This design comes from an exercise in tuning for small area on the open sky130 flow, not from production work. At most, simulation tests tie the RTL to the original design; equivalence was not proved. Power figures rest on the tool's default switching activity, not on a simulated workload.

== run A ==
// drs_readout_top
module drs_readout_top (
	input logic AD9222_FCO_P,
	input logic rst,
	input logic trig,
	input logic [drs_readout_pkg::N_CHIP-1:0] drs_srout,
	input logic [drs_readout_pkg::N_CHIP-1:0][drs_readout_pkg::ADC_W-1:0] adc_data,
	input logic tx_full,
	output logic drs_rsrload,
	output logic drs_srclk,
	output logic [7:0] tx_data,
	output logic tx_wr,
	output logic busy
);
Size: about 3,700 cells after synthesis, ~3,000 flip-flops, roughly 120 I/O pins, about 66,000 µm² of cells after synthesis.
==> flow/config.mk <==
export PLATFORM = sky130hd
export DESIGN_NAME = drs_readout_top
export DESIGN_NICKNAME = drs_readout_top
export VERILOG_FILES = /design/flow/design.v
export SDC_FILE = /design/flow/constraint.sdc
export NUM_CORES = 4
export LEC_CHECK = 0
export CAP_MARGIN = 20
export CORE_MARGIN = 2
export CORE_UTILIZATION = 65
export PLACE_DENSITY = 0.75
export SLEW_MARGIN = 20
==> flow/constraint.sdc <==
create_clock -name core_clock -period 10.0 [get_ports {AD9222_FCO_P}]
set_input_delay 2.0000 -clock core_clock [delete_from_list [all_inputs] [get_ports {AD9222_FCO_P}]]
set_output_delay 2.0000 -clock core_clock [all_outputs]
set_load 0.01 [all_outputs]
standard.sh (not shown) runs the stock make flow with config.mk's settings and CLKGATE_MAP_FILE= SYNTH_SCRIPT=/design/flow/synth_recipe.tcl, a recipe that flattens the netlist after the stock synthesis.
==> flow/flow/run.sh <==
#!/bin/bash
# Standard layout, with small port buffers and a leaner clock tree (no dummy loads).
set -euo pipefail
export BUFFER_PORTS_ARGS="-buffer_cell sky130_fd_sc_hd__buf_1"
export CTS_ARGS="-sink_clustering_enable -repair_clock_nets -dont_use_dummy_load -buf_list sky130_fd_sc_hd__clkbuf_8 -sink_buffer_max_cap_derate 0.1 -sink_clustering_size 18 -sink_clustering_max_diameter 50"
bash standard.sh > standard.log 2>&1
Run A finished every stage and its layout cleared the timing, design-rule and antenna checks.
### run A -> run B
==> flow/flow/run.sh <==
#!/bin/bash
# Standard layout, with small port buffers and a leaner clock tree (no dummy loads).
set -euo pipefail
export BUFFER_PORTS_ARGS="-buffer_cell sky130_fd_sc_hd__buf_1"
export CTS_ARGS="-sink_clustering_enable -repair_clock_nets -dont_use_dummy_load -buf_list sky130_fd_sc_hd__clkbuf_4 -sink_buffer_max_cap_derate 0.1 -sink_clustering_size 10 -sink_clustering_max_diameter 40"
bash standard.sh > standard.log 2>&1
Notes after the runs:
Hold slack delta for run B relative to run A: 0.043 ns lower
The register share of total power of run A and that of run B are within noise of each other.
Between run A and run B, the difference in power is negligible.
Diff run B..run A | number of buffers and inverters on the critical path | unchanged
From run A to run B the numbers moved as follows: net total in the final layout went up, first-iteration DRC count went down, final area did not really move.
On remaining max-slew budget at the tightest pin, run A beats run B.
--- input diff run B..run C ---
==> flow/flow/run.sh <==
#!/bin/bash
# Standard layout, with small port buffers and a leaner clock tree (no dummy loads).
set -euo pipefail
export BUFFER_PORTS_ARGS="-buffer_cell sky130_fd_sc_hd__buf_1"
export CTS_ARGS="-sink_clustering_enable -repair_clock_nets -dont_use_dummy_load -buf_list sky130_fd_sc_hd__clkbuf_4 -sink_buffer_max_cap_derate 0.1 -sink_clustering_size 12 -sink_clustering_max_diameter 35"
bash standard.sh > standard.log 2>&1
Comparing run B and run C, the higher clock network area share was measured on run B.
Taking run B as the reference, in run C global routing met3 resource utilization shows a reduction of 0.35 points; number of tap instances now sits at about the same level; post-layout instance area shows a reduction of 0.41%.
On summed negative setup slack over all endpoints, run B tracks run C almost exactly.
Wire: run C routes less than run B
Run C: flow completed, timing, DRC and antenna clean
Delta (run C minus run B): actual transition at the worst max-transition pin picked up an extra 0.0047 ns; wire length of the first global-routing pass went down 1.3 mm.

========
The RTL this note starts from:
==> flow/design.v <==
package drs_readout_pkg;
	localparam int N_CHIP = 8;
	localparam int CELL_W = 10;
	localparam int ADC_W = 12;
	localparam int READ_DEPTH = 30;
	localparam int ADC_LATENCY = 17;
	localparam logic [7:0] HEADER_BYTE = 8'hEB;
	localparam logic [7:0] TRAILER_BYTE = 8'h75;
	localparam int EVENT_BYTES = 2 + 2 * N_CHIP + 2 * N_CHIP * READ_DEPTH + 1;
	typedef logic [ADC_W-1:0] adc_sample_t;
	typedef logic [CELL_W-1:0] stop_cell_t;
	typedef logic [$clog2(READ_DEPTH)-1:0] sample_index_t;
	typedef logic [$clog2(N_CHIP)-1:0] chip_index_t;
endpackage
`timescale 1ns/1ns
import drs_readout_pkg::*;
module readout_sequencer (
	input logic AD9222_FCO_P,
	input logic rst,
	input logic trig,
	input logic tx_full,
	output logic drs_rsrload,
	output logic drs_srclk,
	output logic busy,
	output logic tx_wr,
	output logic cell_shift,
	output logic row_write,
	output logic fmt,
	output logic [4:0] pos,
	output logic [8:0] byte_cnt,
	output logic [7:0] event_cnt
);
	localparam logic [2:0] ST_IDLE = 3'd0;
	localparam logic [2:0] ST_RUN0 = 3'd1;
	localparam logic [2:0] ST_RUN1 = 3'd2;
	localparam logic [2:0] ST_FMT = 3'd3;
	localparam logic [2:0] ST_DONE = 3'd4;
	logic [2:0] state;
	logic trig_q;
	logic pos_end;
	logic last_byte;
	assign pos_end = (pos == 5'd29);
	assign last_byte = (byte_cnt[8:4] == 5'd30) & ~byte_cnt[3];
	assign busy = (state != ST_IDLE);
	assign fmt = (state == ST_FMT);
	assign tx_wr = fmt & ~tx_full;
	assign row_write = (state == ST_RUN1);
	assign drs_rsrload = (state == ST_RUN0) & (pos == 5'd3);
	assign drs_srclk = ((state == ST_RUN0) & (pos != 5'd3)) | ((state == ST_RUN1) & (pos <= 5'd12));
	assign cell_shift = (state == ST_RUN0) & (pos >= 5'd4) & (pos <= 5'd13);
	always_ff @(posedge AD9222_FCO_P) begin
		if (state == ST_IDLE) begin
			pos <= 5'd3;
			byte_cnt <= 9'd494;
		end else begin
			pos <= pos_end ? 5'd0 : pos + 5'd1;
			if (tx_wr) begin
				byte_cnt <= byte_cnt + 9'd1;
			end
		end
	end
	always_ff @(posedge AD9222_FCO_P) begin
		if (rst) begin
			state <= ST_IDLE;
			trig_q <= 1'b0;
			event_cnt <= '0;
		end else begin
			trig_q <= trig;
			case (state)
				ST_IDLE: begin
					if (trig & ~trig_q) begin
						state <= ST_RUN0;
					end
				end
				ST_RUN0: begin
					if (pos_end) state <= ST_RUN1;
				end
				ST_RUN1: begin
					if (pos_end) state <= ST_FMT;
				end
				ST_FMT: begin
					if (tx_wr) begin
						if (last_byte) state <= ST_DONE;
					end
				end
				ST_DONE: begin
					event_cnt <= event_cnt + 8'd1;
					state <= ST_IDLE;
				end
				default: begin
					state <= ST_IDLE;
				end
			endcase
		end
	end
endmodule
`timescale 1ns/1ns
`timescale 1ns/1ns
`timescale 1ns/1ns
import drs_readout_pkg::*;
module sample_buffer (
	input logic AD9222_FCO_P,
	input logic [drs_readout_pkg::N_CHIP-1:0][drs_readout_pkg::ADC_W-1:0] adc_data,
	input logic [drs_readout_pkg::N_CHIP-1:0] drs_srout,
	input logic row_write,
	input logic cell_shift,
	input logic fmt,
	input logic tx_wr,
	input logic [4:0] pos,
	input logic [8:0] byte_cnt,
	output logic [drs_readout_pkg::ADC_W-1:0] rd_word
);
	localparam int HALF = READ_DEPTH / 2;
	logic [READ_DEPTH-1:0][N_CHIP-1:0][ADC_W-1:0] ring;
	logic [N_CHIP-1:0][ADC_W-1:0] stage;
	logic [4:0] row;
	logic [4:0] row_next;
	logic [2:0] chip;
	logic lo_sel;
	logic [4:0] pos_half;
	logic at0_cur, at0_next, at1_cur, at1_next;
	always_ff @(posedge AD9222_FCO_P) begin
		for (int i = 0; i < READ_DEPTH - 1; i++) begin
			ring[i] <= ring[i+1];
		end
		ring[READ_DEPTH-1] <= row_write ? adc_data : ring[0];
	end
	assign row = byte_cnt[8:4];
	assign row_next = row + 5'd1;
	assign chip = byte_cnt[3:1];
	assign lo_sel = byte_cnt[0];
	assign pos_half = (pos < 5'd15) ? pos + 5'd15 : pos - 5'd15;
	assign at0_cur = (pos == row);
	assign at0_next = (pos == row_next);
	assign at1_cur = (pos_half == row);
	assign at1_next = (pos_half == row_next);
	always_ff @(posedge AD9222_FCO_P) begin
		for (int c = 0; c < N_CHIP; c++) begin
			if (cell_shift) begin
				stage[c] <= {stage[c][ADC_W-2:0], drs_srout[c]};
			end else if (fmt) begin
				if (c < chip || (c == chip && lo_sel && tx_wr)) begin
					if (at0_next) begin
						stage[c] <= ring[0][c];
					end else if (at1_next) begin
						stage[c] <= ring[HALF][c];
					end
				end else begin
					if (at0_cur) begin
						stage[c] <= ring[0][c];
					end else if (at1_cur) begin
						stage[c] <= ring[HALF][c];
					end
				end
			end
		end
	end
	assign rd_word = stage[chip];
endmodule
`timescale 1ns/1ns
import drs_readout_pkg::*;
module event_formatter (
	input logic [8:0] byte_cnt,
	input logic [7:0] event_cnt,
	input drs_readout_pkg::adc_sample_t rd_word,
	output logic [7:0] tx_data
);
	logic [4:0] row;
	assign row = byte_cnt[8:4];
	always_comb begin
		if (row == 5'd30) begin
			if (!byte_cnt[3]) begin
				tx_data = TRAILER_BYTE;
			end else if (!byte_cnt[0]) begin
				tx_data = HEADER_BYTE;
			end else begin
				tx_data = event_cnt;
			end
		end else if (byte_cnt[0]) begin
			tx_data = rd_word[7:0];
		end else if (row == 5'd31) begin
			tx_data = {6'b0, rd_word[9:8]};
		end else begin
			tx_data = {4'b0, rd_word[11:8]};
		end
	end
endmodule
`timescale 1ns/1ns
import drs_readout_pkg::*;
module drs_readout_top (
	input logic AD9222_FCO_P,
	input logic rst,
	input logic trig,
	input logic [drs_readout_pkg::N_CHIP-1:0] drs_srout,
	input logic [drs_readout_pkg::N_CHIP-1:0][drs_readout_pkg::ADC_W-1:0] adc_data,
	input logic tx_full,
	output logic drs_rsrload,
	output logic drs_srclk,
	output logic [7:0] tx_data,
	output logic tx_wr,
	output logic busy
);
	logic cell_shift;
	logic row_write;
	logic fmt;
	logic [4:0] pos;
	logic [8:0] byte_cnt;
	logic [7:0] event_cnt;
	drs_readout_pkg::adc_sample_t rd_word;
	readout_sequencer readout_sequencer_i (
		.AD9222_FCO_P(AD9222_FCO_P),
		.rst(rst),
		.trig(trig),
		.tx_full(tx_full),
		.drs_rsrload(drs_rsrload),
		.drs_srclk(drs_srclk),
		.busy(busy),
		.tx_wr(tx_wr),
		.cell_shift(cell_shift),
		.row_write(row_write),
		.fmt(fmt),
		.pos(pos),
		.byte_cnt(byte_cnt),
		.event_cnt(event_cnt)
	);
	sample_buffer sample_buffer_i (
		.AD9222_FCO_P(AD9222_FCO_P),
		.adc_data(adc_data),
		.drs_srout(drs_srout),
		.row_write(row_write),
		.cell_shift(cell_shift),
		.fmt(fmt),
		.tx_wr(tx_wr),
		.pos(pos),
		.byte_cnt(byte_cnt),
		.rd_word(rd_word)
	);
	event_formatter event_formatter_i (
		.byte_cnt(byte_cnt),
		.event_cnt(event_cnt),
		.rd_word(rd_word),
		.tx_data(tx_data)
	);
endmodule
==> flow/config.mk <==
export PLATFORM = sky130hd
export DESIGN_NAME = drs_readout_top
export DESIGN_NICKNAME = drs_readout_top
export VERILOG_FILES = /design/flow/design.v
export SDC_FILE = /design/flow/constraint.sdc
export NUM_CORES = 4
export LEC_CHECK = 0
export CAP_MARGIN = 20
export CORE_MARGIN = 2
export CORE_UTILIZATION = 40
export SLEW_MARGIN = 20
==> flow/constraint.sdc <==
create_clock -name core_clock -period 10.0 [get_ports {AD9222_FCO_P}]
set_input_delay 2.0000 -clock core_clock [delete_from_list [all_inputs] [get_ports {AD9222_FCO_P}]]
set_output_delay 2.0000 -clock core_clock [all_outputs]
set_load 0.01 [all_outputs]
==> flow/flow/run.sh <==
#!/bin/bash
# Standard layout, with small port buffers and no dummy clock loads in CTS.
set -euo pipefail
export BUFFER_PORTS_ARGS="-buffer_cell sky130_fd_sc_hd__buf_1"
export CTS_ARGS="-sink_clustering_enable -repair_clock_nets -dont_use_dummy_load -sink_clustering_size 30"
bash standard.sh > standard.log 2>&1
Then changed:
==> flow/run.sh (new file) <==
#!/bin/bash
# synth_recipe.tcl (not shown) runs the flow's synth.tcl, then flattens the netlist and writes it again
# the make line also repeats each setting of config.mk as NAME=value (left out here)
make -C /OpenROAD-flow-scripts/flow DESIGN_CONFIG=/design/flow/config.mk WORK_HOME=/design/flow/orfs CLKGATE_MAP_FILE= SYNTH_SCRIPT=/design/flow/synth_recipe.tcl finish
- CORE_UTILIZATION: 40 -> 70
- CTS_BUF_LIST: unset -> sky130_fd_sc_hd__clkbuf_4
removed: flow/flow/run.sh
removed: flow/standard.sh
What happened: Cell area increases by 0.58%; utilization went up by 35 points; wire length rose by 15%; clock power is higher by 2.4%; global-route usage climbs by 13 points; synthesized area stays the same; final cell count fell by 2.0%; setup slack gets worse by 0.82 ns; count of clock-buffer cells in the layout rises by 670; via count came out higher by 12%.
No run of this note included a check of the RTL's function; only the layout flow was run.

-- what the ideal ports hide --
How much do the figures lean on ideal ports? The routed layouts below were timed once more, with nothing changed but the port constraints. Step 1, drivers: a clkbuf_16 drives AD9222_FCO_P and a buf_2 each remaining input, both assumed. Step 2 also shifts input and output timing later by t, the mid clock arrival at the registers, as if the neighbouring blocks saw the same clock. Three values: ideal ports, drivers, drivers and shift; two values: the first two.
| run | t (ns) | slack for setup (ns) | latest minus earliest clock arrival (ns) |
|---|---|---|---|
| run A | 0.884 | 4.388 / 4.325 / 4.990 | 0.128 / 0.128 |
| run B | 1.181 | 4.165 / 4.101 / 5.111 | 0.181 / 0.181 |
| run C | 1.158 | 4.151 / 4.088 / 5.103 | 0.150 / 0.150 |
| the first run of note 2 | 0.930 | 4.408 / 4.327 / 4.970 | 0.109 / 0.109 |
| the second run of note 2 | 1.270 | 3.590 / 3.526 / 4.064 | 0.130 / 0.129 |
After both steps every run listed still meets setup and hold.
